What follows belongs to an exercise in optimizing a design on an open flow for small area, a short achievable clock period and few clock cycles per item; a production flow would make more cautious choices. In this exercise RTL edits were held to simulation tests only and were not proved equivalent to the original. Power and IR drop assume default switching activity.

File: config.mk
export PLATFORM = sky130hd
export DESIGN_NAME = dot_engine_top
export DESIGN_NICKNAME = dot_engine_top
export VERILOG_FILES = /design/flow/design.v
export SDC_FILE = /design/flow/constraint.sdc
export NUM_CORES = 4
export LEC_CHECK = 0
export ABC_AREA = 1
export CAP_MARGIN = 20
export CORE_MARGIN = 2
export CORE_UTILIZATION = 65
export CTS_CLUSTER_DIAMETER = 80
export CTS_CLUSTER_SIZE = 30
export PLACE_DENSITY = 0.75
export SETUP_SLACK_MARGIN = 2.35
export SLEW_MARGIN = 20
File: constraint.sdc
create_clock -name core_clock -period 5.0 [get_ports {clk}]
set_input_delay 1.0000 -clock core_clock [delete_from_list [all_inputs] [get_ports {clk}]]
set_output_delay 1.0000 -clock core_clock [all_outputs]
set_load 0.01 [all_outputs]
File: design.v
`default_nettype none
package dot_pkg;
  localparam int N_LANES = 4;
  localparam int LANE_W = 8;
  localparam int WORD_W = N_LANES * LANE_W;
  localparam int RES_W = 32;
  localparam int ACC_W = 22;
  localparam int SUM_W = 18;
  localparam int WORD_OFFSET = -87040;
  localparam int VEC_DEPTH = 16;
  localparam int ADDR_W = 4;
endpackage
`default_nettype wire
`default_nettype none
module dp_unit (
  input wire logic clk,
  input wire logic [31:0] act_data,
  input wire logic [31:0] w_word,
  input wire logic enc_load,
  input wire logic cut_vld,
  output logic [17:0] x_out,
  output logic [17:0] y_out
);
  logic [31:0] w_q;
  always_ff @(posedge clk) begin
    if (enc_load) begin
      w_q <= w_word;
    end
  end
  logic [3:0][3:0] one_q;
  logic [3:0][3:0] two_q;
  logic [3:0][3:0] neg_q;
  for (genvar i = 0; i < 4; i++) begin : g_enc_lane
    for (genvar k = 0; k < 4; k++) begin : g_enc_digit
      logic b2, b1, b0;
      assign b2 = w_q[i*8 + 2*k + 1];
      assign b1 = w_q[i*8 + 2*k];
      if (k == 0) begin : g_lsb
        assign b0 = 1'b0;
      end else begin : g_mid
        assign b0 = w_q[i*8 + 2*k - 1];
      end
      assign one_q[i][k] = b1 ^ b0;
      assign two_q[i][k] = (b2 & ~b1 & ~b0) | (~b2 & b1 & b0);
      assign neg_q[i][k] = b2;
    end
  end
  logic [3:0][2:0] ncnt;
  for (genvar k = 0; k < 4; k++) begin : g_ncnt
    assign ncnt[k] = 3'(neg_q[0][k]) + 3'(neg_q[1][k]) + 3'(neg_q[2][k]) + 3'(neg_q[3][k]);
  end
  logic [3:0][3:0][8:0] pp;
  for (genvar i = 0; i < 4; i++) begin : g_pp_lane
    logic [8:0] a1, a2;
    assign a1 = {act_data[i*8 + 7], act_data[i*8 +: 8]};
    assign a2 = {act_data[i*8 +: 8], 1'b0};
    for (genvar k = 0; k < 4; k++) begin : g_pp_digit
      assign pp[i][k] = ({9{one_q[i][k]}} & a1 | {9{two_q[i][k]}} & a2) ^ {9{neg_q[i][k]}};
    end
  end
  logic sb0_1;
  logic cb0_2;
  logic sb0_3;
  logic cb0_4;
  logic sb0_5;
  logic cb0_6;
  logic sb0_7;
  logic cb0_8;
  logic sb0_9;
  logic cb0_10;
  logic sb0_11;
  logic cb0_12;
  logic sb0_13;
  logic cb0_14;
  logic sb0_15;
  logic cb0_16;
  logic sb0_17;
  logic cb0_18;
  logic sb0_19;
  logic cb0_20;
  logic sb0_21;
  logic cb0_22;
  logic sb0_23;
  logic cb0_24;
  logic sb0_25;
  logic cb0_26;
  logic sb0_27;
  logic cb0_28;
  logic sb0_29;
  logic cb0_30;
  logic sb0_31;
  logic cb0_32;
  logic sb0_33;
  logic cb0_34;
  logic sb0_35;
  logic cb0_36;
  logic sb0_37;
  logic cb0_38;
  logic sb0_39;
  logic cb0_40;
  logic sb0_41;
  logic cb0_42;
  logic sb0_43;
  logic cb0_44;
  logic sb0_45;
  logic cb0_46;
  logic sb0_47;
  logic cb0_48;
  logic sb0_49;
  logic cb0_50;
  logic sb0_51;
  logic cb0_52;
  logic sb0_53;
  logic cb0_54;
  logic sb0_55;
  logic cb0_56;
  logic sb0_57;
  logic cb0_58;
  logic sb0_59;
  logic cb0_60;
  logic sb0_61;
  logic cb0_62;
  logic sb0_63;
  logic cb0_64;
  logic sb0_65;
  logic cb0_66;
  logic sb0_67;
  logic cb0_68;
  logic sb0_69;
  logic cb0_70;
  logic sb0_71;
  logic cb0_72;
  logic sb0_73;
  logic cb0_74;
  logic sb0_75;
  logic cb0_76;
  logic sb0_77;
  logic cb0_78;
  logic sb0_79;
  logic cb0_80;
  logic sb0_81;
  logic cb0_82;
  logic sb0_83;
  logic cb0_84;
  logic sb0_85;
  logic cb0_86;
  logic sb1_87;
  logic cb1_88;
  logic sb1_89;
  logic cb1_90;
  logic sb1_91;
  logic cb1_92;
  logic sb1_93;
  logic cb1_94;
  logic sb1_95;
  logic cb1_96;
  logic sb1_97;
  logic cb1_98;
  logic sb1_99;
  logic cb1_100;
  logic sb1_101;
  logic cb1_102;
  logic sb1_103;
  logic cb1_104;
  logic sb1_105;
  logic cb1_106;
  logic sb1_107;
  logic cb1_108;
  logic sb1_109;
  logic cb1_110;
  logic sb1_111;
  logic cb1_112;
  logic sb1_113;
  logic cb1_114;
  logic sb1_115;
  logic cb1_116;
  logic sb1_117;
  logic cb1_118;
  logic sb1_119;
  logic cb1_120;
  logic sb1_121;
  logic cb1_122;
  logic sb1_123;
  logic cb1_124;
  logic sb1_125;
  logic cb1_126;
  logic sb1_127;
  logic cb1_128;
  logic sb1_129;
  logic cb1_130;
  logic sb1_131;
  logic cb1_132;
  logic sb1_133;
  logic cb1_134;
  logic sb1_135;
  logic cb1_136;
  logic sb1_137;
  logic cb1_138;
  logic sb1_139;
  logic cb1_140;
  logic sb1_141;
  logic cb1_142;
  logic sb1_143;
  logic cb1_144;
  logic sb1_145;
  logic cb1_146;
  logic sb1_147;
  logic cb1_148;
  logic sb1_149;
  logic cb1_150;
  logic sb1_151;
  logic cb1_152;
  logic sb1_153;
  logic cb1_154;
  logic sc0_155;
  logic cc0_156;
  logic sc0_157;
  logic cc0_158;
  logic sc0_159;
  logic cc0_160;
  logic sc0_161;
  logic cc0_162;
  logic sc0_163;
  logic cc0_164;
  logic sc0_165;
  logic cc0_166;
  logic sc0_167;
  logic cc0_168;
  logic sc0_169;
  logic cc0_170;
  logic sc0_171;
  logic cc0_172;
  logic sc0_173;
  logic cc0_174;
  logic sc1_175;
  logic cc1_176;
  logic sc1_177;
  logic cc1_178;
  logic sc1_179;
  logic cc1_180;
  logic sc1_181;
  logic cc1_182;
  logic sc1_183;
  logic cc1_184;
  logic sc1_185;
  logic cc1_186;
  logic sc1_187;
  logic cc1_188;
  logic sc1_189;
  logic cc1_190;
  logic sc1_191;
  logic cc1_192;
  logic sc1_193;
  logic cc1_194;
  logic sc1_195;
  logic cc1_196;
  logic sc1_197;
  logic cc1_198;
  logic sc1_199;
  logic cc1_200;
  logic sc1_201;
  logic cc1_202;
  logic sc1_203;
  logic cc1_204;
  logic sc1_205;
  logic cc1_206;
  logic sc1_207;
  logic cc1_208;
  logic sc1_209;
  logic cc1_210;
  logic sc1_211;
  logic cc1_212;
  logic sc1_213;
  logic cc1_214;
  logic sc2_215;
  logic cc2_216;
  logic sc2_217;
  logic cc2_218;
  logic sc2_219;
  logic cc2_220;
  logic sc2_221;
  logic cc2_222;
  logic sc2_223;
  logic cc2_224;
  logic sc2_225;
  logic cc2_226;
  logic sc2_227;
  logic cc2_228;
  logic sc2_229;
  logic cc2_230;
  logic sc2_231;
  logic cc2_232;
  logic sc2_233;
  logic cc2_234;
  logic sc2_235;
  logic cc2_236;
  logic sc2_237;
  logic cc2_238;
  logic sc2_239;
  logic cc2_240;
  logic sc3_241;
  logic cc3_242;
  logic sc3_243;
  logic cc3_244;
  logic sc3_245;
  logic cc3_246;
  logic sc3_247;
  logic cc3_248;
  logic sc3_249;
  logic cc3_250;
  logic sc3_251;
  logic cc3_252;
  logic sc3_253;
  logic cc3_254;
  logic sc3_255;
  logic cc3_256;
  logic sc3_257;
  logic cc3_258;
  logic sc3_259;
  logic cc3_260;
  logic sc3_261;
  logic cc3_262;
  logic sc3_263;
  logic cc3_264;
  logic sc3_265;
  logic cc3_266;
  logic sc3_267;
  logic cc3_268;
  logic sc3_269;
  logic cc3_270;
  assign sb0_1 = pp[0][0][0] ^ pp[1][0][0] ^ pp[2][0][0];
  assign cb0_2 = (pp[0][0][0] & pp[1][0][0]) | (pp[0][0][0] & pp[2][0][0]) | (pp[1][0][0] & pp[2][0][0]);
  assign sb0_3 = pp[0][0][1] ^ pp[1][0][1] ^ pp[2][0][1];
  assign cb0_4 = (pp[0][0][1] & pp[1][0][1]) | (pp[0][0][1] & pp[2][0][1]) | (pp[1][0][1] & pp[2][0][1]);
  assign sb0_5 = pp[0][0][2] ^ pp[0][1][0] ^ pp[1][0][2];
  assign cb0_6 = (pp[0][0][2] & pp[0][1][0]) | (pp[0][0][2] & pp[1][0][2]) | (pp[0][1][0] & pp[1][0][2]);
  assign sb0_7 = pp[1][1][0] ^ pp[2][0][2] ^ pp[2][1][0];
  assign cb0_8 = (pp[1][1][0] & pp[2][0][2]) | (pp[1][1][0] & pp[2][1][0]) | (pp[2][0][2] & pp[2][1][0]);
  assign sb0_9 = pp[0][0][3] ^ pp[0][1][1] ^ pp[1][0][3];
  assign cb0_10 = (pp[0][0][3] & pp[0][1][1]) | (pp[0][0][3] & pp[1][0][3]) | (pp[0][1][1] & pp[1][0][3]);
  assign sb0_11 = pp[1][1][1] ^ pp[2][0][3] ^ pp[2][1][1];
  assign cb0_12 = (pp[1][1][1] & pp[2][0][3]) | (pp[1][1][1] & pp[2][1][1]) | (pp[2][0][3] & pp[2][1][1]);
  assign sb0_13 = pp[0][0][4] ^ pp[0][1][2] ^ pp[0][2][0];
  assign cb0_14 = (pp[0][0][4] & pp[0][1][2]) | (pp[0][0][4] & pp[0][2][0]) | (pp[0][1][2] & pp[0][2][0]);
  assign sb0_15 = pp[1][0][4] ^ pp[1][1][2] ^ pp[1][2][0];
  assign cb0_16 = (pp[1][0][4] & pp[1][1][2]) | (pp[1][0][4] & pp[1][2][0]) | (pp[1][1][2] & pp[1][2][0]);
  assign sb0_17 = pp[2][0][4] ^ pp[2][1][2] ^ pp[2][2][0];
  assign cb0_18 = (pp[2][0][4] & pp[2][1][2]) | (pp[2][0][4] & pp[2][2][0]) | (pp[2][1][2] & pp[2][2][0]);
  assign sb0_19 = pp[3][0][4] ^ pp[3][1][2] ^ pp[3][2][0];
  assign cb0_20 = (pp[3][0][4] & pp[3][1][2]) | (pp[3][0][4] & pp[3][2][0]) | (pp[3][1][2] & pp[3][2][0]);
  assign sb0_21 = pp[0][0][5] ^ pp[0][1][3] ^ pp[0][2][1];
  assign cb0_22 = (pp[0][0][5] & pp[0][1][3]) | (pp[0][0][5] & pp[0][2][1]) | (pp[0][1][3] & pp[0][2][1]);
  assign sb0_23 = pp[1][0][5] ^ pp[1][1][3] ^ pp[1][2][1];
  assign cb0_24 = (pp[1][0][5] & pp[1][1][3]) | (pp[1][0][5] & pp[1][2][1]) | (pp[1][1][3] & pp[1][2][1]);
  assign sb0_25 = pp[2][0][5] ^ pp[2][1][3] ^ pp[2][2][1];
  assign cb0_26 = (pp[2][0][5] & pp[2][1][3]) | (pp[2][0][5] & pp[2][2][1]) | (pp[2][1][3] & pp[2][2][1]);
  assign sb0_27 = pp[3][0][5] ^ pp[3][1][3] ^ pp[3][2][1];
  assign cb0_28 = (pp[3][0][5] & pp[3][1][3]) | (pp[3][0][5] & pp[3][2][1]) | (pp[3][1][3] & pp[3][2][1]);
  assign sb0_29 = pp[0][0][6] ^ pp[0][1][4] ^ pp[0][2][2];
  assign cb0_30 = (pp[0][0][6] & pp[0][1][4]) | (pp[0][0][6] & pp[0][2][2]) | (pp[0][1][4] & pp[0][2][2]);
  assign sb0_31 = pp[0][3][0] ^ pp[1][0][6] ^ pp[1][1][4];
  assign cb0_32 = (pp[0][3][0] & pp[1][0][6]) | (pp[0][3][0] & pp[1][1][4]) | (pp[1][0][6] & pp[1][1][4]);
  assign sb0_33 = pp[1][2][2] ^ pp[1][3][0] ^ pp[2][0][6];
  assign cb0_34 = (pp[1][2][2] & pp[1][3][0]) | (pp[1][2][2] & pp[2][0][6]) | (pp[1][3][0] & pp[2][0][6]);
  assign sb0_35 = pp[2][1][4] ^ pp[2][2][2] ^ pp[2][3][0];
  assign cb0_36 = (pp[2][1][4] & pp[2][2][2]) | (pp[2][1][4] & pp[2][3][0]) | (pp[2][2][2] & pp[2][3][0]);
  assign sb0_37 = pp[3][0][6] ^ pp[3][1][4] ^ pp[3][2][2];
  assign cb0_38 = (pp[3][0][6] & pp[3][1][4]) | (pp[3][0][6] & pp[3][2][2]) | (pp[3][1][4] & pp[3][2][2]);
  assign sb0_39 = pp[0][0][7] ^ pp[0][1][5] ^ pp[0][2][3];
  assign cb0_40 = (pp[0][0][7] & pp[0][1][5]) | (pp[0][0][7] & pp[0][2][3]) | (pp[0][1][5] & pp[0][2][3]);
  assign sb0_41 = pp[0][3][1] ^ pp[1][0][7] ^ pp[1][1][5];
  assign cb0_42 = (pp[0][3][1] & pp[1][0][7]) | (pp[0][3][1] & pp[1][1][5]) | (pp[1][0][7] & pp[1][1][5]);
  assign sb0_43 = pp[1][2][3] ^ pp[1][3][1] ^ pp[2][0][7];
  assign cb0_44 = (pp[1][2][3] & pp[1][3][1]) | (pp[1][2][3] & pp[2][0][7]) | (pp[1][3][1] & pp[2][0][7]);
  assign sb0_45 = pp[2][1][5] ^ pp[2][2][3] ^ pp[2][3][1];
  assign cb0_46 = (pp[2][1][5] & pp[2][2][3]) | (pp[2][1][5] & pp[2][3][1]) | (pp[2][2][3] & pp[2][3][1]);
  assign sb0_47 = pp[3][0][7] ^ pp[3][1][5] ^ pp[3][2][3];
  assign cb0_48 = (pp[3][0][7] & pp[3][1][5]) | (pp[3][0][7] & pp[3][2][3]) | (pp[3][1][5] & pp[3][2][3]);
  assign sb0_49 = ~pp[0][0][8] ^ pp[0][1][6] ^ pp[0][2][4];
  assign cb0_50 = (~pp[0][0][8] & pp[0][1][6]) | (~pp[0][0][8] & pp[0][2][4]) | (pp[0][1][6] & pp[0][2][4]);
  assign sb0_51 = pp[0][3][2] ^ ~pp[1][0][8] ^ pp[1][1][6];
  assign cb0_52 = (pp[0][3][2] & ~pp[1][0][8]) | (pp[0][3][2] & pp[1][1][6]) | (~pp[1][0][8] & pp[1][1][6]);
  assign sb0_53 = pp[1][2][4] ^ pp[1][3][2] ^ ~pp[2][0][8];
  assign cb0_54 = (pp[1][2][4] & pp[1][3][2]) | (pp[1][2][4] & ~pp[2][0][8]) | (pp[1][3][2] & ~pp[2][0][8]);
  assign sb0_55 = pp[2][1][6] ^ pp[2][2][4] ^ pp[2][3][2];
  assign cb0_56 = (pp[2][1][6] & pp[2][2][4]) | (pp[2][1][6] & pp[2][3][2]) | (pp[2][2][4] & pp[2][3][2]);
  assign sb0_57 = ~pp[3][0][8] ^ pp[3][1][6] ^ pp[3][2][4];
  assign cb0_58 = (~pp[3][0][8] & pp[3][1][6]) | (~pp[3][0][8] & pp[3][2][4]) | (pp[3][1][6] & pp[3][2][4]);
  assign sb0_59 = pp[0][1][7] ^ pp[0][2][5] ^ pp[0][3][3];
  assign cb0_60 = (pp[0][1][7] & pp[0][2][5]) | (pp[0][1][7] & pp[0][3][3]) | (pp[0][2][5] & pp[0][3][3]);
  assign sb0_61 = pp[1][1][7] ^ pp[1][2][5] ^ pp[1][3][3];
  assign cb0_62 = (pp[1][1][7] & pp[1][2][5]) | (pp[1][1][7] & pp[1][3][3]) | (pp[1][2][5] & pp[1][3][3]);
  assign sb0_63 = pp[2][1][7] ^ pp[2][2][5] ^ pp[2][3][3];
  assign cb0_64 = (pp[2][1][7] & pp[2][2][5]) | (pp[2][1][7] & pp[2][3][3]) | (pp[2][2][5] & pp[2][3][3]);
  assign sb0_65 = pp[3][1][7] ^ pp[3][2][5] ^ pp[3][3][3];
  assign cb0_66 = (pp[3][1][7] & pp[3][2][5]) | (pp[3][1][7] & pp[3][3][3]) | (pp[3][2][5] & pp[3][3][3]);
  assign sb0_67 = ~pp[0][1][8] ^ pp[0][2][6] ^ pp[0][3][4];
  assign cb0_68 = (~pp[0][1][8] & pp[0][2][6]) | (~pp[0][1][8] & pp[0][3][4]) | (pp[0][2][6] & pp[0][3][4]);
  assign sb0_69 = ~pp[1][1][8] ^ pp[1][2][6] ^ pp[1][3][4];
  assign cb0_70 = (~pp[1][1][8] & pp[1][2][6]) | (~pp[1][1][8] & pp[1][3][4]) | (pp[1][2][6] & pp[1][3][4]);
  assign sb0_71 = ~pp[2][1][8] ^ pp[2][2][6] ^ pp[2][3][4];
  assign cb0_72 = (~pp[2][1][8] & pp[2][2][6]) | (~pp[2][1][8] & pp[2][3][4]) | (pp[2][2][6] & pp[2][3][4]);
  assign sb0_73 = ~pp[3][1][8] ^ pp[3][2][6] ^ pp[3][3][4];
  assign cb0_74 = (~pp[3][1][8] & pp[3][2][6]) | (~pp[3][1][8] & pp[3][3][4]) | (pp[3][2][6] & pp[3][3][4]);
  assign sb0_75 = pp[0][2][7] ^ pp[0][3][5] ^ pp[1][2][7];
  assign cb0_76 = (pp[0][2][7] & pp[0][3][5]) | (pp[0][2][7] & pp[1][2][7]) | (pp[0][3][5] & pp[1][2][7]);
  assign sb0_77 = pp[1][3][5] ^ pp[2][2][7] ^ pp[2][3][5];
  assign cb0_78 = (pp[1][3][5] & pp[2][2][7]) | (pp[1][3][5] & pp[2][3][5]) | (pp[2][2][7] & pp[2][3][5]);
  assign sb0_79 = ~pp[0][2][8] ^ pp[0][3][6] ^ ~pp[1][2][8];
  assign cb0_80 = (~pp[0][2][8] & pp[0][3][6]) | (~pp[0][2][8] & ~pp[1][2][8]) | (pp[0][3][6] & ~pp[1][2][8]);
  assign sb0_81 = pp[1][3][6] ^ ~pp[2][2][8] ^ pp[2][3][6];
  assign cb0_82 = (pp[1][3][6] & ~pp[2][2][8]) | (pp[1][3][6] & pp[2][3][6]) | (~pp[2][2][8] & pp[2][3][6]);
  assign sb0_83 = pp[0][3][7] ^ pp[1][3][7] ^ pp[2][3][7];
  assign cb0_84 = (pp[0][3][7] & pp[1][3][7]) | (pp[0][3][7] & pp[2][3][7]) | (pp[1][3][7] & pp[2][3][7]);
  assign sb0_85 = ~pp[0][3][8] ^ ~pp[1][3][8] ^ ~pp[2][3][8];
  assign cb0_86 = (~pp[0][3][8] & ~pp[1][3][8]) | (~pp[0][3][8] & ~pp[2][3][8]) | (~pp[1][3][8] & ~pp[2][3][8]);
  assign sb1_87 = pp[3][0][0] ^ sb0_1 ^ ncnt[0][0];
  assign cb1_88 = (pp[3][0][0] & sb0_1) | (pp[3][0][0] & ncnt[0][0]) | (sb0_1 & ncnt[0][0]);
  assign sb1_89 = pp[3][0][1] ^ cb0_2 ^ sb0_3;
  assign cb1_90 = (pp[3][0][1] & cb0_2) | (pp[3][0][1] & sb0_3) | (cb0_2 & sb0_3);
  assign sb1_91 = pp[3][0][2] ^ pp[3][1][0] ^ cb0_4;
  assign cb1_92 = (pp[3][0][2] & pp[3][1][0]) | (pp[3][0][2] & cb0_4) | (pp[3][1][0] & cb0_4);
  assign sb1_93 = sb0_5 ^ sb0_7 ^ ncnt[0][2];
  assign cb1_94 = (sb0_5 & sb0_7) | (sb0_5 & ncnt[0][2]) | (sb0_7 & ncnt[0][2]);
  assign sb1_95 = pp[3][0][3] ^ pp[3][1][1] ^ cb0_6;
  assign cb1_96 = (pp[3][0][3] & pp[3][1][1]) | (pp[3][0][3] & cb0_6) | (pp[3][1][1] & cb0_6);
  assign sb1_97 = cb0_8 ^ sb0_9 ^ sb0_11;
  assign cb1_98 = (cb0_8 & sb0_9) | (cb0_8 & sb0_11) | (sb0_9 & sb0_11);
  assign sb1_99 = cb0_10 ^ cb0_12 ^ sb0_13;
  assign cb1_100 = (cb0_10 & cb0_12) | (cb0_10 & sb0_13) | (cb0_12 & sb0_13);
  assign sb1_101 = sb0_15 ^ sb0_17 ^ sb0_19;
  assign cb1_102 = (sb0_15 & sb0_17) | (sb0_15 & sb0_19) | (sb0_17 & sb0_19);
  assign sb1_103 = cb0_14 ^ cb0_16 ^ cb0_18;
  assign cb1_104 = (cb0_14 & cb0_16) | (cb0_14 & cb0_18) | (cb0_16 & cb0_18);
  assign sb1_105 = cb0_20 ^ sb0_21 ^ sb0_23;
  assign cb1_106 = (cb0_20 & sb0_21) | (cb0_20 & sb0_23) | (sb0_21 & sb0_23);
  assign sb1_107 = sb0_25 ^ sb0_27 ^ ncnt[2][1];
  assign cb1_108 = (sb0_25 & sb0_27) | (sb0_25 & ncnt[2][1]) | (sb0_27 & ncnt[2][1]);
  assign sb1_109 = pp[3][3][0] ^ cb0_22 ^ cb0_24;
  assign cb1_110 = (pp[3][3][0] & cb0_22) | (pp[3][3][0] & cb0_24) | (cb0_22 & cb0_24);
  assign sb1_111 = cb0_26 ^ cb0_28 ^ sb0_29;
  assign cb1_112 = (cb0_26 & cb0_28) | (cb0_26 & sb0_29) | (cb0_28 & sb0_29);
  assign sb1_113 = sb0_31 ^ sb0_33 ^ sb0_35;
  assign cb1_114 = (sb0_31 & sb0_33) | (sb0_31 & sb0_35) | (sb0_33 & sb0_35);
  assign sb1_115 = sb0_37 ^ ncnt[2][2] ^ ncnt[3][0];
  assign cb1_116 = (sb0_37 & ncnt[2][2]) | (sb0_37 & ncnt[3][0]) | (ncnt[2][2] & ncnt[3][0]);
  assign sb1_117 = pp[3][3][1] ^ cb0_30 ^ cb0_32;
  assign cb1_118 = (pp[3][3][1] & cb0_30) | (pp[3][3][1] & cb0_32) | (cb0_30 & cb0_32);
  assign sb1_119 = cb0_34 ^ cb0_36 ^ cb0_38;
  assign cb1_120 = (cb0_34 & cb0_36) | (cb0_34 & cb0_38) | (cb0_36 & cb0_38);
  assign sb1_121 = sb0_39 ^ sb0_41 ^ sb0_43;
  assign cb1_122 = (sb0_39 & sb0_41) | (sb0_39 & sb0_43) | (sb0_41 & sb0_43);
  assign sb1_123 = sb0_45 ^ sb0_47 ^ ncnt[3][1];
  assign cb1_124 = (sb0_45 & sb0_47) | (sb0_45 & ncnt[3][1]) | (sb0_47 & ncnt[3][1]);
  assign sb1_125 = pp[3][3][2] ^ cb0_40 ^ cb0_42;
  assign cb1_126 = (pp[3][3][2] & cb0_40) | (pp[3][3][2] & cb0_42) | (cb0_40 & cb0_42);
  assign sb1_127 = cb0_44 ^ cb0_46 ^ cb0_48;
  assign cb1_128 = (cb0_44 & cb0_46) | (cb0_44 & cb0_48) | (cb0_46 & cb0_48);
  assign sb1_129 = sb0_49 ^ sb0_51 ^ sb0_53;
  assign cb1_130 = (sb0_49 & sb0_51) | (sb0_49 & sb0_53) | (sb0_51 & sb0_53);
  assign sb1_131 = sb0_55 ^ sb0_57 ^ ncnt[3][2];
  assign cb1_132 = (sb0_55 & sb0_57) | (sb0_55 & ncnt[3][2]) | (sb0_57 & ncnt[3][2]);
  assign sb1_133 = cb0_50 ^ cb0_52 ^ cb0_54;
  assign cb1_134 = (cb0_50 & cb0_52) | (cb0_50 & cb0_54) | (cb0_52 & cb0_54);
  assign sb1_135 = cb0_56 ^ cb0_58 ^ sb0_59;
  assign cb1_136 = (cb0_56 & cb0_58) | (cb0_56 & sb0_59) | (cb0_58 & sb0_59);
  assign sb1_137 = sb0_61 ^ sb0_63 ^ sb0_65;
  assign cb1_138 = (sb0_61 & sb0_63) | (sb0_61 & sb0_65) | (sb0_63 & sb0_65);
  assign sb1_139 = cb0_60 ^ cb0_62 ^ cb0_64;
  assign cb1_140 = (cb0_60 & cb0_62) | (cb0_60 & cb0_64) | (cb0_62 & cb0_64);
  assign sb1_141 = cb0_66 ^ sb0_67 ^ sb0_69;
  assign cb1_142 = (cb0_66 & sb0_67) | (cb0_66 & sb0_69) | (sb0_67 & sb0_69);
  assign sb1_143 = pp[3][2][7] ^ pp[3][3][5] ^ cb0_68;
  assign cb1_144 = (pp[3][2][7] & pp[3][3][5]) | (pp[3][2][7] & cb0_68) | (pp[3][3][5] & cb0_68);
  assign sb1_145 = cb0_70 ^ cb0_72 ^ cb0_74;
  assign cb1_146 = (cb0_70 & cb0_72) | (cb0_70 & cb0_74) | (cb0_72 & cb0_74);
  assign sb1_147 = ~pp[3][2][8] ^ pp[3][3][6] ^ cb0_76;
  assign cb1_148 = (~pp[3][2][8] & pp[3][3][6]) | (~pp[3][2][8] & cb0_76) | (pp[3][3][6] & cb0_76);
  assign sb1_149 = cb0_78 ^ sb0_79 ^ sb0_81;
  assign cb1_150 = (cb0_78 & sb0_79) | (cb0_78 & sb0_81) | (sb0_79 & sb0_81);
  assign sb1_151 = pp[3][3][7] ^ cb0_80 ^ cb0_82;
  assign cb1_152 = (pp[3][3][7] & cb0_80) | (pp[3][3][7] & cb0_82) | (cb0_80 & cb0_82);
  assign sb1_153 = ~pp[3][3][8] ^ cb0_84 ^ sb0_85;
  assign cb1_154 = (~pp[3][3][8] & cb0_84) | (~pp[3][3][8] & sb0_85) | (cb0_84 & sb0_85);
  assign sc0_155 = cut_q[24] ^ cut_q[25];
  assign cc0_156 = cut_q[24] & cut_q[25];
  assign sc0_157 = cut_q[31] ^ cut_q[32] ^ cut_q[33];
  assign cc0_158 = (cut_q[31] & cut_q[32]) | (cut_q[31] & cut_q[33]) | (cut_q[32] & cut_q[33]);
  assign sc0_159 = cut_q[34] ^ cut_q[35];
  assign cc0_160 = cut_q[34] & cut_q[35];
  assign sc0_161 = cut_q[39] ^ cut_q[40] ^ cut_q[41];
  assign cc0_162 = (cut_q[39] & cut_q[40]) | (cut_q[39] & cut_q[41]) | (cut_q[40] & cut_q[41]);
  assign sc0_163 = cut_q[42] ^ cut_q[43] ^ cut_q[44];
  assign cc0_164 = (cut_q[42] & cut_q[43]) | (cut_q[42] & cut_q[44]) | (cut_q[43] & cut_q[44]);
  assign sc0_165 = cut_q[47] ^ cut_q[48] ^ cut_q[49];
  assign cc0_166 = (cut_q[47] & cut_q[48]) | (cut_q[47] & cut_q[49]) | (cut_q[48] & cut_q[49]);
  assign sc0_167 = cut_q[50] ^ cut_q[51];
  assign cc0_168 = cut_q[50] & cut_q[51];
  assign sc0_169 = cut_q[54] ^ cut_q[55] ^ cut_q[56];
  assign cc0_170 = (cut_q[54] & cut_q[55]) | (cut_q[54] & cut_q[56]) | (cut_q[55] & cut_q[56]);
  assign sc0_171 = cut_q[57] ^ cut_q[58];
  assign cc0_172 = cut_q[57] & cut_q[58];
  assign sc0_173 = cut_q[61] ^ cut_q[62] ^ cut_q[63];
  assign cc0_174 = (cut_q[61] & cut_q[62]) | (cut_q[61] & cut_q[63]) | (cut_q[62] & cut_q[63]);
  assign sc1_175 = cut_q[8] ^ cut_q[9];
  assign cc1_176 = cut_q[8] & cut_q[9];
  assign sc1_177 = cut_q[13] ^ cut_q[14] ^ cut_q[15];
  assign cc1_178 = (cut_q[13] & cut_q[14]) | (cut_q[13] & cut_q[15]) | (cut_q[14] & cut_q[15]);
  assign sc1_179 = cut_q[16] ^ cut_q[17];
  assign cc1_180 = cut_q[16] & cut_q[17];
  assign sc1_181 = cut_q[19] ^ cut_q[20] ^ cut_q[21];
  assign cc1_182 = (cut_q[19] & cut_q[20]) | (cut_q[19] & cut_q[21]) | (cut_q[20] & cut_q[21]);
  assign sc1_183 = cut_q[22] ^ cut_q[23];
  assign cc1_184 = cut_q[22] & cut_q[23];
  assign sc1_185 = cut_q[26] ^ cut_q[27] ^ cut_q[28];
  assign cc1_186 = (cut_q[26] & cut_q[27]) | (cut_q[26] & cut_q[28]) | (cut_q[27] & cut_q[28]);
  assign sc1_187 = cut_q[29] ^ cut_q[30] ^ sc0_155;
  assign cc1_188 = (cut_q[29] & cut_q[30]) | (cut_q[29] & sc0_155) | (cut_q[30] & sc0_155);
  assign sc1_189 = cut_q[36] ^ cut_q[37] ^ cut_q[38];
  assign cc1_190 = (cut_q[36] & cut_q[37]) | (cut_q[36] & cut_q[38]) | (cut_q[37] & cut_q[38]);
  assign sc1_191 = cc0_156 ^ sc0_157 ^ sc0_159;
  assign cc1_192 = (cc0_156 & sc0_157) | (cc0_156 & sc0_159) | (sc0_157 & sc0_159);
  assign sc1_193 = cut_q[45] ^ cut_q[46] ^ cc0_158;
  assign cc1_194 = (cut_q[45] & cut_q[46]) | (cut_q[45] & cc0_158) | (cut_q[46] & cc0_158);
  assign sc1_195 = cc0_160 ^ sc0_161 ^ sc0_163;
  assign cc1_196 = (cc0_160 & sc0_161) | (cc0_160 & sc0_163) | (sc0_161 & sc0_163);
  assign sc1_197 = cut_q[52] ^ cut_q[53] ^ cc0_162;
  assign cc1_198 = (cut_q[52] & cut_q[53]) | (cut_q[52] & cc0_162) | (cut_q[53] & cc0_162);
  assign sc1_199 = cc0_164 ^ sc0_165 ^ sc0_167;
  assign cc1_200 = (cc0_164 & sc0_165) | (cc0_164 & sc0_167) | (sc0_165 & sc0_167);
  assign sc1_201 = cut_q[59] ^ cut_q[60] ^ cc0_166;
  assign cc1_202 = (cut_q[59] & cut_q[60]) | (cut_q[59] & cc0_166) | (cut_q[60] & cc0_166);
  assign sc1_203 = cc0_168 ^ sc0_169 ^ sc0_171;
  assign cc1_204 = (cc0_168 & sc0_169) | (cc0_168 & sc0_171) | (sc0_169 & sc0_171);
  assign sc1_205 = cut_q[64] ^ cut_q[65] ^ cut_q[66];
  assign cc1_206 = (cut_q[64] & cut_q[65]) | (cut_q[64] & cut_q[66]) | (cut_q[65] & cut_q[66]);
  assign sc1_207 = cc0_170 ^ cc0_172 ^ sc0_173;
  assign cc1_208 = (cc0_170 & cc0_172) | (cc0_170 & sc0_173) | (cc0_172 & sc0_173);
  assign sc1_209 = cut_q[67] ^ cut_q[68] ^ cut_q[69];
  assign cc1_210 = (cut_q[67] & cut_q[68]) | (cut_q[67] & cut_q[69]) | (cut_q[68] & cut_q[69]);
  assign sc1_211 = cut_q[70] ^ cc0_174;
  assign cc1_212 = cut_q[70] & cc0_174;
  assign sc1_213 = cut_q[71] ^ cut_q[72] ^ cut_q[73];
  assign cc1_214 = (cut_q[71] & cut_q[72]) | (cut_q[71] & cut_q[73]) | (cut_q[72] & cut_q[73]);
  assign sc2_215 = cut_q[4] ^ cut_q[5];
  assign cc2_216 = cut_q[4] & cut_q[5];
  assign sc2_217 = cut_q[10] ^ cut_q[11] ^ cut_q[12];
  assign cc2_218 = (cut_q[10] & cut_q[11]) | (cut_q[10] & cut_q[12]) | (cut_q[11] & cut_q[12]);
  assign sc2_219 = cut_q[18] ^ cc1_176 ^ sc1_177;
  assign cc2_220 = (cut_q[18] & cc1_176) | (cut_q[18] & sc1_177) | (cc1_176 & sc1_177);
  assign sc2_221 = cc1_178 ^ cc1_180 ^ sc1_181;
  assign cc2_222 = (cc1_178 & cc1_180) | (cc1_178 & sc1_181) | (cc1_180 & sc1_181);
  assign sc2_223 = cc1_182 ^ cc1_184 ^ sc1_185;
  assign cc2_224 = (cc1_182 & cc1_184) | (cc1_182 & sc1_185) | (cc1_184 & sc1_185);
  assign sc2_225 = cc1_186 ^ cc1_188 ^ sc1_189;
  assign cc2_226 = (cc1_186 & cc1_188) | (cc1_186 & sc1_189) | (cc1_188 & sc1_189);
  assign sc2_227 = cc1_190 ^ cc1_192 ^ sc1_193;
  assign cc2_228 = (cc1_190 & cc1_192) | (cc1_190 & sc1_193) | (cc1_192 & sc1_193);
  assign sc2_229 = cc1_194 ^ cc1_196 ^ sc1_197;
  assign cc2_230 = (cc1_194 & cc1_196) | (cc1_194 & sc1_197) | (cc1_196 & sc1_197);
  assign sc2_231 = cc1_198 ^ cc1_200 ^ sc1_201;
  assign cc2_232 = (cc1_198 & cc1_200) | (cc1_198 & sc1_201) | (cc1_200 & sc1_201);
  assign sc2_233 = cc1_202 ^ cc1_204 ^ sc1_205;
  assign cc2_234 = (cc1_202 & cc1_204) | (cc1_202 & sc1_205) | (cc1_204 & sc1_205);
  assign sc2_235 = cc1_206 ^ cc1_208 ^ sc1_209;
  assign cc2_236 = (cc1_206 & cc1_208) | (cc1_206 & sc1_209) | (cc1_208 & sc1_209);
  assign sc2_237 = cut_q[74] ^ cc1_210 ^ cc1_212;
  assign cc2_238 = (cut_q[74] & cc1_210) | (cut_q[74] & cc1_212) | (cc1_210 & cc1_212);
  assign sc2_239 = cut_q[75] ^ cut_q[76];
  assign cc2_240 = cut_q[75] & cut_q[76];
  assign sc3_241 = cut_q[1] ^ cut_q[2];
  assign cc3_242 = cut_q[1] & cut_q[2];
  assign sc3_243 = cut_q[6] ^ cut_q[7] ^ sc2_215;
  assign cc3_244 = (cut_q[6] & cut_q[7]) | (cut_q[6] & sc2_215) | (cut_q[7] & sc2_215);
  assign sc3_245 = sc1_175 ^ cc2_216 ^ sc2_217;
  assign cc3_246 = (sc1_175 & cc2_216) | (sc1_175 & sc2_217) | (cc2_216 & sc2_217);
  assign sc3_247 = sc1_179 ^ cc2_218 ^ sc2_219;
  assign cc3_248 = (sc1_179 & cc2_218) | (sc1_179 & sc2_219) | (cc2_218 & sc2_219);
  assign sc3_249 = sc1_183 ^ cc2_220 ^ sc2_221;
  assign cc3_250 = (sc1_183 & cc2_220) | (sc1_183 & sc2_221) | (cc2_220 & sc2_221);
  assign sc3_251 = sc1_187 ^ cc2_222 ^ sc2_223;
  assign cc3_252 = (sc1_187 & cc2_222) | (sc1_187 & sc2_223) | (cc2_222 & sc2_223);
  assign sc3_253 = sc1_191 ^ cc2_224 ^ sc2_225;
  assign cc3_254 = (sc1_191 & cc2_224) | (sc1_191 & sc2_225) | (cc2_224 & sc2_225);
  assign sc3_255 = sc1_195 ^ cc2_226 ^ sc2_227;
  assign cc3_256 = (sc1_195 & cc2_226) | (sc1_195 & sc2_227) | (cc2_226 & sc2_227);
  assign sc3_257 = sc1_199 ^ cc2_228 ^ sc2_229;
  assign cc3_258 = (sc1_199 & cc2_228) | (sc1_199 & sc2_229) | (cc2_228 & sc2_229);
  assign sc3_259 = sc1_203 ^ cc2_230 ^ sc2_231;
  assign cc3_260 = (sc1_203 & cc2_230) | (sc1_203 & sc2_231) | (cc2_230 & sc2_231);
  assign sc3_261 = sc1_207 ^ cc2_232 ^ sc2_233;
  assign cc3_262 = (sc1_207 & cc2_232) | (sc1_207 & sc2_233) | (cc2_232 & sc2_233);
  assign sc3_263 = sc1_211 ^ cc2_234 ^ sc2_235;
  assign cc3_264 = (sc1_211 & cc2_234) | (sc1_211 & sc2_235) | (cc2_234 & sc2_235);
  assign sc3_265 = sc1_213 ^ cc2_236 ^ sc2_237;
  assign cc3_266 = (sc1_213 & cc2_236) | (sc1_213 & sc2_237) | (cc2_236 & sc2_237);
  assign sc3_267 = cc1_214 ^ cc2_238 ^ sc2_239;
  assign cc3_268 = (cc1_214 & cc2_238) | (cc1_214 & sc2_239) | (cc2_238 & sc2_239);
  assign sc3_269 = cut_q[77] ^ cut_q[78] ^ cc2_240;
  assign cc3_270 = (cut_q[77] & cut_q[78]) | (cut_q[77] & cc2_240) | (cut_q[78] & cc2_240);
  logic [78:0] cut_q;
  logic [17:0] x_q;
  logic [17:0] y_q;
  always_ff @(posedge clk) begin
      cut_q[0] <= sb1_87;
      cut_q[1] <= ncnt[0][1];
      cut_q[2] <= cb1_88;
      cut_q[3] <= sb1_89;
      cut_q[4] <= ncnt[1][0];
      cut_q[5] <= cb1_90;
      cut_q[6] <= sb1_91;
      cut_q[7] <= sb1_93;
      cut_q[8] <= ncnt[1][1];
      cut_q[9] <= cb1_92;
      cut_q[10] <= cb1_94;
      cut_q[11] <= sb1_95;
      cut_q[12] <= sb1_97;
      cut_q[13] <= ncnt[1][2];
      cut_q[14] <= ncnt[2][0];
      cut_q[15] <= cb1_96;
      cut_q[16] <= cb1_98;
      cut_q[17] <= sb1_99;
      cut_q[18] <= sb1_101;
      cut_q[19] <= cb1_100;
      cut_q[20] <= cb1_102;
      cut_q[21] <= sb1_103;
      cut_q[22] <= sb1_105;
      cut_q[23] <= sb1_107;
      cut_q[24] <= cb1_104;
      cut_q[25] <= cb1_106;
      cut_q[26] <= cb1_108;
      cut_q[27] <= sb1_109;
      cut_q[28] <= sb1_111;
      cut_q[29] <= sb1_113;
      cut_q[30] <= sb1_115;
      cut_q[31] <= cb1_110;
      cut_q[32] <= cb1_112;
      cut_q[33] <= cb1_114;
      cut_q[34] <= cb1_116;
      cut_q[35] <= sb1_117;
      cut_q[36] <= sb1_119;
      cut_q[37] <= sb1_121;
      cut_q[38] <= sb1_123;
      cut_q[39] <= cb1_118;
      cut_q[40] <= cb1_120;
      cut_q[41] <= cb1_122;
      cut_q[42] <= cb1_124;
      cut_q[43] <= sb1_125;
      cut_q[44] <= sb1_127;
      cut_q[45] <= sb1_129;
      cut_q[46] <= sb1_131;
      cut_q[47] <= cb1_126;
      cut_q[48] <= cb1_128;
      cut_q[49] <= cb1_130;
      cut_q[50] <= cb1_132;
      cut_q[51] <= sb1_133;
      cut_q[52] <= sb1_135;
      cut_q[53] <= sb1_137;
      cut_q[54] <= sb0_71;
      cut_q[55] <= sb0_73;
      cut_q[56] <= cb1_134;
      cut_q[57] <= cb1_136;
      cut_q[58] <= cb1_138;
      cut_q[59] <= sb1_139;
      cut_q[60] <= sb1_141;
      cut_q[61] <= sb0_75;
      cut_q[62] <= sb0_77;
      cut_q[63] <= cb1_140;
      cut_q[64] <= cb1_142;
      cut_q[65] <= sb1_143;
      cut_q[66] <= sb1_145;
      cut_q[67] <= cb1_144;
      cut_q[68] <= cb1_146;
      cut_q[69] <= sb1_147;
      cut_q[70] <= sb1_149;
      cut_q[71] <= sb0_83;
      cut_q[72] <= cb1_148;
      cut_q[73] <= cb1_150;
      cut_q[74] <= sb1_151;
      cut_q[75] <= cb1_152;
      cut_q[76] <= sb1_153;
      cut_q[77] <= cb0_86;
      cut_q[78] <= cb1_154;
  end
  always_ff @(posedge clk) begin
      x_q[0] <= cut_vld & cut_q[0];
      x_q[1] <= cut_vld & cut_q[3];
      x_q[2] <= cut_vld & cc3_242;
      x_q[3] <= cut_vld & cc3_244;
      x_q[4] <= cut_vld & cc3_246;
      x_q[5] <= cut_vld & cc3_248;
      x_q[6] <= cut_vld & cc3_250;
      x_q[7] <= cut_vld & cc3_252;
      x_q[8] <= cut_vld & cc3_254;
      x_q[9] <= cut_vld & cc3_256;
      x_q[10] <= cut_vld & cc3_258;
      x_q[11] <= cut_vld & cc3_260;
      x_q[12] <= cut_vld & cc3_262;
      x_q[13] <= cut_vld & cc3_264;
      x_q[14] <= cut_vld & cc3_266;
      x_q[15] <= cut_vld & cc3_268;
      x_q[16] <= cut_vld & cc3_270;
      x_q[17] <= cut_vld & 1'b0;
      y_q[0] <= cut_vld & 1'b0;
      y_q[1] <= cut_vld & sc3_241;
      y_q[2] <= cut_vld & sc3_243;
      y_q[3] <= cut_vld & sc3_245;
      y_q[4] <= cut_vld & sc3_247;
      y_q[5] <= cut_vld & sc3_249;
      y_q[6] <= cut_vld & sc3_251;
      y_q[7] <= cut_vld & sc3_253;
      y_q[8] <= cut_vld & sc3_255;
      y_q[9] <= cut_vld & sc3_257;
      y_q[10] <= cut_vld & sc3_259;
      y_q[11] <= cut_vld & sc3_261;
      y_q[12] <= cut_vld & sc3_263;
      y_q[13] <= cut_vld & sc3_265;
      y_q[14] <= cut_vld & sc3_267;
      y_q[15] <= cut_vld & sc3_269;
      y_q[16] <= cut_vld & 1'b0;
      y_q[17] <= cut_vld & 1'b0;
  end
  assign x_out = x_q;
  assign y_out = y_q;
endmodule
`default_nettype wire
`default_nettype none
module weight_buffer (
  input wire logic clk,
  input wire logic wr_en,
  input wire logic [dot_pkg::ADDR_W-1:0] wr_addr,
  input wire logic [dot_pkg::WORD_W-1:0] wr_data,
  input wire logic [dot_pkg::VEC_DEPTH-1:0] rd_sel,
  input wire logic rd_bypass0,
  output logic [dot_pkg::WORD_W-1:0] rd_data
);
  logic [dot_pkg::WORD_W-1:0] mem [dot_pkg::VEC_DEPTH];
  always_ff @(posedge clk) begin
    if (wr_en) begin
      mem[wr_addr] <= wr_data;
    end
  end
  logic [dot_pkg::WORD_W-1:0] word0;
  assign word0 = rd_bypass0 ? wr_data : mem[0];
  always_comb begin
    rd_data = word0 & {dot_pkg::WORD_W{rd_sel[0]}};
    for (int k = 1; k < dot_pkg::VEC_DEPTH; k++) begin
      rd_data = rd_data | (mem[k] & {dot_pkg::WORD_W{rd_sel[k]}});
    end
  end
endmodule
`default_nettype wire
`default_nettype none
module dot_accumulator (
  input wire logic clk,
  input wire logic clear,
  input wire logic [dot_pkg::ADDR_W-1:0] vec_last,
  input wire logic [dot_pkg::SUM_W-1:0] x_in,
  input wire logic [dot_pkg::SUM_W-1:0] y_in,
  output logic signed [dot_pkg::RES_W-1:0] acc
);
  logic [dot_pkg::ACC_W-1:0] acc_q;
  logic [dot_pkg::ACC_W-1:0] acc_init;
  logic [dot_pkg::ACC_W-1:0] x_ext;
  logic [dot_pkg::ACC_W-1:0] y_ext;
  logic [dot_pkg::ACC_W-1:0] s3;
  logic [dot_pkg::ACC_W-1:0] c3;
  assign acc = dot_pkg::RES_W'($signed(acc_q));
  always_comb begin
    acc_init = '0;
    for (int n = 0; n < dot_pkg::VEC_DEPTH; n++) begin
      if (vec_last == dot_pkg::ADDR_W'(n)) begin
        acc_init = dot_pkg::ACC_W'((n + 1) * dot_pkg::WORD_OFFSET);
      end
    end
  end
  assign x_ext = dot_pkg::ACC_W'(x_in);
  assign y_ext = dot_pkg::ACC_W'(y_in);
  assign s3 = acc_q ^ x_ext ^ y_ext;
  assign c3 = (acc_q & x_ext) | (acc_q & y_ext) | (x_ext & y_ext);
  logic [dot_pkg::ACC_W-1:0] pa;
  logic [dot_pkg::ACC_W-1:0] pb;
  logic [dot_pkg::ACC_W-1:0] sum;
  logic [dot_pkg::ACC_W-1:0] gen [6];
  logic [dot_pkg::ACC_W-1:0] prp [6];
  assign pa = s3;
  assign pb = {c3[dot_pkg::ACC_W-2:0], 1'b0};
  always_comb begin
    gen[0] = pa & pb;
    prp[0] = pa ^ pb;
    for (int l = 0; l < 5; l++) begin
      for (int i = 0; i < dot_pkg::ACC_W; i++) begin
        if (i >= (1 << l)) begin
          gen[l+1][i] = gen[l][i] | (prp[l][i] & gen[l][i - (1 << l)]);
          prp[l+1][i] = prp[l][i] & prp[l][i - (1 << l)];
        end else begin
          gen[l+1][i] = gen[l][i];
          prp[l+1][i] = prp[l][i];
        end
      end
    end
    sum = prp[0] ^ {gen[5][dot_pkg::ACC_W-2:0], 1'b0};
  end
  always_ff @(posedge clk) begin
    if (clear) begin
      acc_q <= acc_init;
    end else begin
      acc_q <= sum;
    end
  end
endmodule
`default_nettype wire
`default_nettype none
module dot_ctrl (
  input wire logic clk,
  input wire logic reset,
  input wire logic start,
  input wire logic [dot_pkg::ADDR_W-1:0] vec_last,
  input wire logic act_valid,
  input wire logic w_wr,
  input wire logic [dot_pkg::ADDR_W-1:0] w_addr,
  output logic busy,
  output logic done,
  output logic buf_wr_en,
  output logic [dot_pkg::VEC_DEPTH-1:0] rd_sel,
  output logic enc_load,
  output logic w0_bypass,
  output logic acc_clear,
  output logic cut_vld
);
  logic busy_q;
  logic strm_q;
  logic [dot_pkg::ADDR_W-1:0] cnt_q;
  logic [dot_pkg::ADDR_W-1:0] last_q;
  logic [dot_pkg::VEC_DEPTH-1:0] rsel_q;
  logic [dot_pkg::VEC_DEPTH-1:0] rsel_d;
  logic done_q;
  logic [1:0] vld_q;
  logic [1:0] fin_q;
  logic is_idle;
  logic accept;
  logic finish;
  logic is_last;
  assign is_idle = !busy_q;
  assign accept = act_valid && strm_q;
  assign finish = vld_q[1] && fin_q[1];
  assign busy = busy_q;
  assign done = done_q;
  assign buf_wr_en = w_wr && is_idle;
  assign rd_sel = rsel_q;
  assign enc_load = is_idle || accept;
  assign w0_bypass = is_idle && w_wr && (w_addr == '0);
  assign is_last = (cnt_q == last_q);
  assign acc_clear = start && is_idle;
  assign cut_vld = vld_q[0];
  always_comb begin
    rsel_d = rsel_q;
    if (is_idle) begin
      rsel_d = start ? dot_pkg::VEC_DEPTH'(2) : dot_pkg::VEC_DEPTH'(1);
    end else if (finish) begin
      rsel_d = dot_pkg::VEC_DEPTH'(1);
    end else if (accept) begin
      rsel_d = rsel_q << 1;
    end
  end
  always_ff @(posedge clk) begin
    if (reset) begin
      busy_q <= 1'b0;
      strm_q <= 1'b0;
      cnt_q <= '0;
      rsel_q <= dot_pkg::VEC_DEPTH'(1);
      last_q <= '0;
      done_q <= 1'b0;
      vld_q <= '0;
      fin_q <= '0;
    end else begin
      done_q <= finish;
      vld_q <= {vld_q[0], accept};
      fin_q <= {fin_q[0], accept && is_last};
      rsel_q <= rsel_d;
      if (is_idle) begin
        if (start) begin
          busy_q <= 1'b1;
          strm_q <= 1'b1;
          cnt_q <= '0;
          last_q <= vec_last;
        end
      end else begin
        if (accept) begin
          cnt_q <= cnt_q + 1'b1;
          if (is_last) begin
            strm_q <= 1'b0;
          end
        end
        if (finish) begin
          busy_q <= 1'b0;
        end
      end
    end
  end
endmodule
`default_nettype wire
`default_nettype none
module dot_engine_top (
  input wire logic clk,
  input wire logic reset,
  input wire logic w_wr,
  input wire logic [dot_pkg::ADDR_W-1:0] w_addr,
  input wire logic [dot_pkg::WORD_W-1:0] w_data,
  input wire logic start,
  input wire logic [dot_pkg::ADDR_W-1:0] vec_last,
  input wire logic act_valid,
  input wire logic [dot_pkg::WORD_W-1:0] act_data,
  output logic busy,
  output logic done,
  output logic signed [dot_pkg::RES_W-1:0] result
);
  logic buf_wr_en;
  logic [dot_pkg::VEC_DEPTH-1:0] rd_sel;
  logic [dot_pkg::WORD_W-1:0] rd_data;
  logic acc_clear;
  logic cut_vld;
  logic enc_load;
  logic w0_bypass;
  logic [dot_pkg::SUM_W-1:0] x_sum;
  logic [dot_pkg::SUM_W-1:0] y_sum;
  dot_ctrl dot_ctrl_i (
    .clk, .reset, .start, .vec_last, .act_valid, .w_wr, .w_addr,
    .busy, .done, .buf_wr_en, .rd_sel, .enc_load, .w0_bypass, .acc_clear, .cut_vld
  );
  weight_buffer weight_buffer_i (
    .clk, .wr_en(buf_wr_en), .wr_addr(w_addr), .wr_data(w_data),
    .rd_sel, .rd_bypass0(w0_bypass), .rd_data
  );
  dp_unit dp_unit_i (
    .clk, .act_data, .w_word(rd_data), .enc_load, .cut_vld, .x_out(x_sum), .y_out(y_sum)
  );
  dot_accumulator dot_accumulator_i (
    .clk, .clear(acc_clear), .vec_last, .x_in(x_sum), .y_in(y_sum), .acc(result)
  );
endmodule
`default_nettype wire
File: flow/run.sh
#!/bin/bash
# The standard layout (the standard.sh), except that the buffers that
# buffer_ports puts on every input and output port are buf_1 cells; the
# resizer sizes them up where timing needs it.
set -euo pipefail
bash standard.sh "BUFFER_PORTS_ARGS=-buffer_cell sky130_fd_sc_hd__buf_1" finish > flow_standard.log 2>&1
File: standard.sh
#!/bin/bash
# synth_recipe.tcl (not shown) runs the flow's synth.tcl, then flattens the netlist and writes it again
# the make line also repeats each setting of config.mk as NAME=value (left out here)
make -C /OpenROAD-flow-scripts/flow DESIGN_CONFIG=/design/flow/config.mk WORK_HOME=/design/flow/orfs CLKGATE_MAP_FILE= SYNTH_SCRIPT=/design/flow/synth_recipe.tcl "${@:-finish}"
==> results of run 1 <==
## state kept, by name, indices dropped and copies added, names as in the netlist
signal,cells
dot_accumulator_i.acc_q,22
dot_ctrl_i.busy_q,1
dot_ctrl_i.cnt_q,4
dot_ctrl_i.done_q,1
dot_ctrl_i.fin_q,2
dot_ctrl_i.last_q,4
dot_ctrl_i.rsel_q,16
dot_ctrl_i.strm_q,1
dot_ctrl_i.vld_q,2
dp_unit_i.cut_q,79
dp_unit_i.w_q,32
dp_unit_i.x_q,17
dp_unit_i.y_q,15
weight_buffer_i.mem,512
## logic make-up (layout without fill, tap and decap cells)
family | after synthesis | after routing | share of synthesized area
AOI/OAI and AO/OA | 362 | 362 | 0.0722
xor gates and xnor gates | 124 | 124 | 0.0341
adders and majority gates | 183 | 183 | 0.106
buffers and inverters | 369 | 476 | 0.0484
DFF | 708 | 708 | 0.616
and+or+nand+nor | 939 | 939 | 0.123
## area by class of cell
class,count,area [um^2]
multi-input combinational,1608,10900
sequential,708,19600
tap,622,778
inverter,254,962
clock inverter,11,215
timing repair buffer,171,976
clock buffer,40,820
fill,3437,14400
## power groups by stage
stage	Combinational [mW]	Clock, mW	Sequential, mW
2_1_floorplan	3.26	0	7.23
3_3_place_gp	4.94	0	7.41
3_5_place_dp	5.11	0	7.42
4_1_cts	5.25	3.21	7.24
5_1_grt	5.91	3.39	7.28
6_report	5.23	3.18	7.24
## final timing paths
| path | startpoint | end | slack [ps] | cells after the start |
|---|---|---|---|---|
| worst max-delay path | dp_unit_i.w_q[4]$_DFFE_PN_ | dp_unit_i.cut_q[60]$_DFF_P_ | 2400 | 8 |
| worst min-delay path | dot_ctrl_i.fin_q[0]$_SDFF_PP0_ | dot_ctrl_i.fin_q[1]$_SDFF_PP0_ | 410 | 2 |
| worst min register to register | dot_ctrl_i.fin_q[0]$_SDFF_PP0_ | dot_ctrl_i.fin_q[1]$_SDFF_PP0_ | 410 | 2 |
| worst max register to register | dp_unit_i.w_q[4]$_DFFE_PN_ | dp_unit_i.cut_q[60]$_DFF_P_ | 2400 | 8 |
## repair_timing
item	CTS	global route
setup endpoints to repair	59	49
endpoints found under the hold margin	0	0
buffers inserted	20	6
pin swaps	0	5
gates resized for setup	14	34
## metrics by stage
step / power, mW / setup slack (ps)
after floorplan: 10.5 / 1870
after global routing: 16.6 / 2330
final: 15.6 / 2400
after CTS: 15.7 / 2340
after detailed placement: 12.5 / 1730
after global placement: 12.3 / 1760
## critical path, cell delays in order (launching register included)
cell      delay, ps
edfxtp_1        520
nand2_1         150
inv_1            60
nor2_1          180
inv_2           120
o22ai_1         210
xor2_1          220
fa_1            530
fa_1            490
## per-layer routing
metal  global-route usage  vias up
met5                    0        -
met2                0.535      996
met1                0.416    10100
li1                     -     9355
met4                0.140        0
met3               0.0351      170
## cells in the final DEF, fill, tap and decap left out, types with 7 or more instances in the layout
master and n:
edfxtp_1 544, nor4_1 9, a21oi_1 56, buf_4 53, a22o_1 21, a211oi_1 23
ha_1 38, buf_1 110, dfxtp_1 159, nor2_4 15, o21a_1 24, nand2_1 627
inv_1 234, xor2_1 118, o21ai_0 53, o21ai_2 8, inv_2 13, nand4_1 69
o211ai_1 9, nand3_1 78, a221oi_1 31, o21ai_1 32, nor3_1 7, clkbuf_16 31
nor2_1 106, fa_1 141, clkbuf_1 8, nor2_2 8, o22ai_1 92
==> qor.txt, run 1 <==
===========================================================================
Status                                             timing/DRC/antenna clean
Final clock skew                                                    22.9 ps
Fraction of final layout cells sized beyond drive strength 1         0.0652
Most frequent cells after synthesis                            nand2_1 (631), edfxtp_1 (544), inv_1 (240)
Max IR drop VDD                                                      432 uV
Final WL                                                           79600 um
Antenna Violating Nets Remaining                                          0
Proportion of total power due to net switching                        0.342
Tightest slew margin relative to the limit                            0.259
Number of maximum-capacitance violations                                  0
Cells after Synth                                                      2685
Register area share after synthesis                                   0.616
Number of warnings issued by yosys                                        6
Via-to-Cell Ratio                                                      6.04
Total gr overflow                                                         0
Pin count of the biggest net entering global routing                     65
Buffers added on ports                                                  110
Antenna violations before repair                                          0
Period utilisation layout                                             0.520
Time the worst path needs with I/O delays and setup                 2600 ps
Clock transition at the registers of the reported paths              110 ps
Wire length on met3                                                 6230 um
Average size of a mapped cell                                     11.9 um^2
Detail Route met2 WL                                               39500 um
Number of buffers on the longest clock path                               3
Half-perimeter wire length after detailed placement                53800 um
Cell area power density                                         456 nW/um^2
Final design instance area without fill                          34300 um^2
1st-pass router iterations                                                6
Library cell with the highest instance count after synthesis        nand2_1
Area share of the largest cell type after synthesis                   0.513
Standard cell core area                                          48600 um^2
Tightest hold margin                                                 411 ps
Setup violation total in the final timing report                          0
Iteration-0 DRC count of the detailed router                           2147
Worst-Skew Late Latency                                              630 ps
Layout overhead on the synthesized area                               7.72%
Number of distinct library cells after synthesis                         43
Worst setup path class                                              reg2reg
Top post-synthesis cells by area                               edfxtp_1 (51%), dfxtp_1 (10%), fa_1 (9.1%)
Final layout net count                                                 3034
Count of unresolved DRC violations after routing                          0
Static Leak                                                         13.0 nW
Final instance count without filler cells                              3414
Total via count in the routed design                                  20.6k
DIE HEIGHT                                                           225 um
WP data required                                                    5510 ps
Max Transition Viols Final                                                0
FFs w/ async S/R, synth                                                   0
Clk sink count                                                          708
H-tree depth reported by CTS                                              1
Die extent in x                                                      225 um
Syn_nets                                                               2945
Vias in the first global route                                        20.1k
Number of top-level pins                                                111
Maximum frequency from static timing analysis                     0.384 GHz
Initial core utilization                                              0.654
Clk network pwr share                                                 0.203
Largest area contributor in the synthesized netlist                edfxtp_1
First-pass GRT wire length                                        119000 um
Final count of hold timing violations                                     0
Internal power component                                            10.3 mW
Cell area after technology mapping                               31800 um^2
Ant. Diodes                                                               0
Switching power                                                     5.35 mW
EDFF count, synth                                                       544
Placement Rows                                                           81
Final weighted congestion in routability-driven placement             0.921
Final cell utilization of the core                                    0.705
TritonCTS clock tree                                                  built
Worst Tran Pin Value                                                1110 ps
Unrepaired setup endpoints after global routing                       false
Cell area reported after detailed placement                      32800 um^2
Library cell used as clock root buffer                            clkbuf_16
Type of the worst min-delay path                                    reg2reg
Routed metal-1 wirelength                                          29900 um
Overall routing resource usage                                        0.316
Setup tns final                                                        0 ps
Placed Cells incl. Taps                                                3333
Max FO, Critical Path                                                     7
Sequential group share of total power                                 0.463
Arrival time of data at the critical path endpoint                  3110 ps
DR top layer                                                           met4
Part of the power in combinational logic                              0.334
Detail-routed net length per standard cell                          23.3 um
Area enclosed by the die boundary                                50800 um^2
Total CTS buffers                                                        31
Critical Path Source Type                                         flip-flop
Setup crit end kind                                               flip-flop
Register bit total from synthesis                                       708
Hold buffer count at CTS                                                  0
Top FF cell, synth                                                 edfxtp_1
===========================================================================
Testbench counts, summed over its fixed seeds: cycles 14,859, items 1,280.
==> run 2, diff against run 1 <==
--- a/config.mk
+++ b/config.mk
@@ -13,4 +13,3 @@
 export CTS_CLUSTER_SIZE = 30
-export PLACE_DENSITY = 0.75
-export SETUP_SLACK_MARGIN = 2.35
+export SETUP_SLACK_MARGIN = 2.45
 export SLEW_MARGIN = 20
==> qor.txt, run 2 <==
===========================================================================
Status                                             timing/DRC/antenna clean   unchanged
Largest register FFs                                                    512   unchanged
Delay of the slowest cell on the worst path                          510 ps   was 530 ps
Final design instance area without fill                          34800 um^2   was 34300 um^2
Initial core utilization                                              0.654   unchanged
Number of warnings issued by yosys                                        6   unchanged
Library cell with the highest instance count after synthesis        nand2_1   unchanged
Type of the worst min-delay path                                    reg2reg   unchanged
Top post-synthesis cells by area                               edfxtp_1 (51%), dfxtp_1 (10%), fa_1 (9.1%)   unchanged
Sequential group share of total power                                 0.455   was 0.463
Largest area contributor in the synthesized netlist                edfxtp_1   unchanged
Final instance count without filler cells                              3425   was 3414
Cell area after technology mapping                               31800 um^2   unchanged
Final cell utilization of the core                                    0.715   was 0.705
Vias in the first global route                                        20.0k   was 20.1k
Die extent in x                                                      225 um   unchanged
Worst Tran Pin Value                                                1220 ps   was 1110 ps
Number of maximum-capacitance violations                                  0   unchanged
Standard cell core area                                          48600 um^2   unchanged
Most frequent cells in the layout                              nand2_1 (617), edfxtp_1 (544), inv_1 (222), dfxtp_1 (144), fa_1 (133)   was nand2_1 (627), edfxtp_1 (544), inv_1 (234), dfxtp_1 (159), fa_1 (141)
Static Leak                                                         13.2 nW   was 13.0 nW
DIE HEIGHT                                                           225 um   unchanged
Pin count of the biggest net entering global routing                     65   unchanged
Register bit total from synthesis                                       708   unchanged
1st-pass router iterations                                                6   unchanged
Half-perimeter wire length after detailed placement                54500 um   was 53800 um
Total gr overflow                                                         0   unchanged
Area share of the largest cell type after synthesis                   0.513   unchanged
Setup crit end kind                                               flip-flop   unchanged
Worst reg2reg startpoint                                       dp_unit_i.cut_q[56]$_DFF_P_   was dp_unit_i.w_q[4]$_DFFE_PN_
Clk sink count                                                          708   unchanged
Slowest cell on the critical path                                      fa_1   unchanged
Count of unresolved DRC violations after routing                          0   unchanged
Maximum frequency from static timing analysis                     0.395 GHz   was 0.384 GHz
Number of buffers on the longest clock path                               3   unchanged
Arrival time of data at the critical path endpoint                  2980 ps   was 3110 ps
Time the worst path needs with I/O delays and setup                 2530 ps   was 2600 ps
Max FO, Critical Path                                                     1   was 7
H-tree depth reported by CTS                                              2   was 1
Fraction of final layout cells sized beyond drive strength 1         0.0988   was 0.0652
Total via count in the routed design                                  20.7k   was 20.6k
Clock transition at the registers of the reported paths              100 ps   was 110 ps
Total CTS buffers                                                        34   was 31
Proportion of total power due to net switching                        0.347   was 0.342
Final weighted congestion in routability-driven placement             0.961   was 0.921
Final layout net count                                                 3049   was 3034
Antenna Violating Nets Remaining                                          0   unchanged
Capturing point of the worst reg2reg path                      dp_unit_i.y_q[11]$_DFF_P_   was dp_unit_i.cut_q[60]$_DFF_P_
Worst hold path depth                                                     2   unchanged
Minimum setup slack in the final design                             2470 ps   was 2400 ps
Worst setup slack after placement                                   1440 ps   was 1730 ps
Overall routing resource usage                                        0.327   was 0.316
Syn_nets                                                               2945   unchanged
Setup violation total in the final timing report                          0   unchanged
Slack of the worst reg-to-reg path                                  2470 ps   was 2400 ps
Register-to-Register Path Depth                                           8   unchanged
Origin of the worst min-delay path                             dp_unit_i.cut_q[0]$_DFF_P_   was dot_ctrl_i.fin_q[0]$_SDFF_PP0_
Setup tns final                                                        0 ps   unchanged
Unrepaired setup endpoints after global routing                        true   was false
WP data required                                                    5440 ps   was 5510 ps
PnR Total Power                                                     16.0 mW   was 15.6 mW
Average size of a mapped cell                                     11.9 um^2   unchanged
Register area share after synthesis                                   0.616   unchanged
Worst setup path class                                              reg2reg   unchanged
Cell chain of the critical path                                inv_1 > fa_1 > inv_1 > fa_2 > fa_1 > inv_1 > fa_1 > nor2_1   was nand2_1 > inv_1 > nor2_1 > inv_2 > o22ai_1 > xor2_1 > fa_1 > fa_1
Final clock skew                                                    29.0 ps   was 22.9 ps
Placement Rows                                                           81   unchanged
Placed Cells incl. Taps                                                3331   was 3333
Number of top-level pins                                                111   unchanged
Antenna violations before repair                                          2   was 0
Internal power component                                            10.4 mW   was 10.3 mW
Top FF cell, synth                                                 edfxtp_1   unchanged
Max IR drop VDD                                                      483 uV   was 432 uV
Cells after Synth                                                      2685   unchanged
Largest register by flop count                                 weight_buffer_i.mem   unchanged
Library cell used as clock root buffer                            clkbuf_16   unchanged
Critical Path Source Type                                         flip-flop   unchanged
Max Transition Viols Final                                                0   unchanged
Cell area reported after detailed placement                      32800 um^2   about the same
Most common cell after layout, fill and taps aside                  nand2_1   unchanged
Detail-routed net length per standard cell                          23.9 um   was 23.3 um
Most frequent cells after synthesis                            nand2_1 (631), edfxtp_1 (544), inv_1 (240)   unchanged
Layout overhead on the synthesized area                               9.22%   was 7.72%
First-pass GRT wire length                                        121000 um   was 119000 um
Tightest slew margin relative to the limit                            0.185   was 0.259
Number of distinct library cells after synthesis                         43   unchanged
Registers with the most flip-flops                             weight_buffer_i.mem x512, dp_unit_i.cut_q x79, dp_unit_i.w_q x32   unchanged
Crit path launch                                               dp_unit_i.cut_q[56]$_DFF_P_   was dp_unit_i.w_q[4]$_DFFE_PN_
Area enclosed by the die boundary                                50800 um^2   unchanged
Iteration-0 DRC count of the detailed router                           2356   was 2147
Worst-Skew Late Latency                                              600 ps   was 630 ps
Worst Hold Path EP                                             dp_unit_i.x_q[0]$_DFF_P_   was dot_ctrl_i.fin_q[1]$_SDFF_PP0_
Clk network pwr share                                                 0.208   was 0.203
EDFF count, synth                                                       544   unchanged
Final WL                                                           81900 um   was 79600 um
Part of the power in combinational logic                              0.337   was 0.334
TritonCTS clock tree                                                  built   unchanged
Via-to-Cell Ratio                                                      6.04   about the same
Final count of hold timing violations                                     0   unchanged
Buffers added on ports                                                  110   unchanged
Tightest hold margin                                                 396 ps   was 411 ps
Switching power                                                     5.53 mW   was 5.35 mW
Period utilisation layout                                             0.507   was 0.520
Ant. Diodes                                                               0   unchanged
Cell area power density                                         459 nW/um^2   was 456 nW/um^2
FFs w/ async S/R, synth                                                   0   unchanged
===========================================================================
## run 2: cell counts after synthesis
No cell type changed its count.
## run 2: power by group through the flow
stage	clock network, mW	registers, mW	logic [mW]
5_1_grt	3.55	7.29	6.04
6_report	3.32	7.25	5.38
3_5_place_dp	0	7.43	5.15
2_1_floorplan	0	7.23	3.27
3_3_place_gp	0	7.42	5.04
4_1_cts	3.35	7.25	5.37
## run 2: layer usage
layer / vias to the layer above / wire [um] / global-route usage / share of wire
li1: 9363 / - / - / -
met1: 10200 / 31100 / 0.428 / 0.38
met2: 901 / 41000 / 0.549 / 0.50
met3: 205 / 6060 / 0.0502 / 0.074
met4: 4 / 3760 / 0.144 / 0.046
met5: - / 26 / 0 / 0.00032
## run 2: critical path, delay by kind of cell, from the launching register on
kind / cells / cell delay [ps]
buffers and inverters: 3 / 160
and+or+nand+nor: 1 / 40
DFF: 1 / 380
adders and majority gates: 4 / 1810
## run 2: layout make-up
| class | count | area (um^2) |
|---|---|---|
| sequential | 708 | 19600 |
| fill | 3434 | 13900 |
| multi-input combinational | 1608 | 11200 |
| timing repair buffer | 183 | 1050 |
| inverter | 254 | 990 |
| clock buffer | 39 | 912 |
| tap | 622 | 778 |
| clock inverter | 11 | 183 |
## run 2: worst max path at each step
stage / endpoint / slack (ps) / cells after the start
after floorplan: weight_buffer_i.mem[10][0]$_DFFE_PP_ / 2350 / 4
after global placement: dp_unit_i.w_q[1]$_DFFE_PN_ / 1430 / 8
after detailed placement: dp_unit_i.w_q[1]$_DFFE_PN_ / 1440 / 8
after CTS: dp_unit_i.y_q[9]$_DFF_P_ / 2410 / 8
after global routing: dp_unit_i.w_q[1]$_DFFE_PN_ / 2380 / 8
final: dp_unit_i.y_q[11]$_DFF_P_ / 2470 / 8
## run 2: kinds of logic (layout without fill, tap and decap cells)
family,count (synthesis),after routing,share of synthesized area
xor+xnor,124,124,0.0341
simple gates,939,939,0.123
compound gates,362,362,0.0722
fa+ha+maj,183,183,0.106
flops,708,708,0.616
buf+inv,369,487,0.0484
## run 2: timing repair
item                                    4_1_cts  5_1_grt
gates resized for setup                      44       90
gates cloned                                  0        0
buffers inserted                             32       12
pin swaps                                    13       42
endpoints found under the setup margin       78       66
hold buffers                                  0        0

==> re-timing with driven ports <==
In the flow no input, the clock included, has a driving cell. The finished layouts below were timed again as built, in two steps. Step 1 sets driving cells, clkbuf_16 on the clock port and buf_2 on the other inputs (assumed; they add their load-dependent delay and slew). Step 2, shift: input delay + t, output delay - t, t = (earliest + latest rising clock arrival at the registers) / 2. This alone moves slack from input paths to output paths. a / b / c = no drivers / after step 1 / after step 2; a / b = the first two.
run	shift t [ns]	slack for setup (ns)
run 1	0.680	2.398 / 2.398 / 1.866
run 2	0.642	2.467 / 2.467 / 1.879
After both steps every run listed still meets setup and hold.
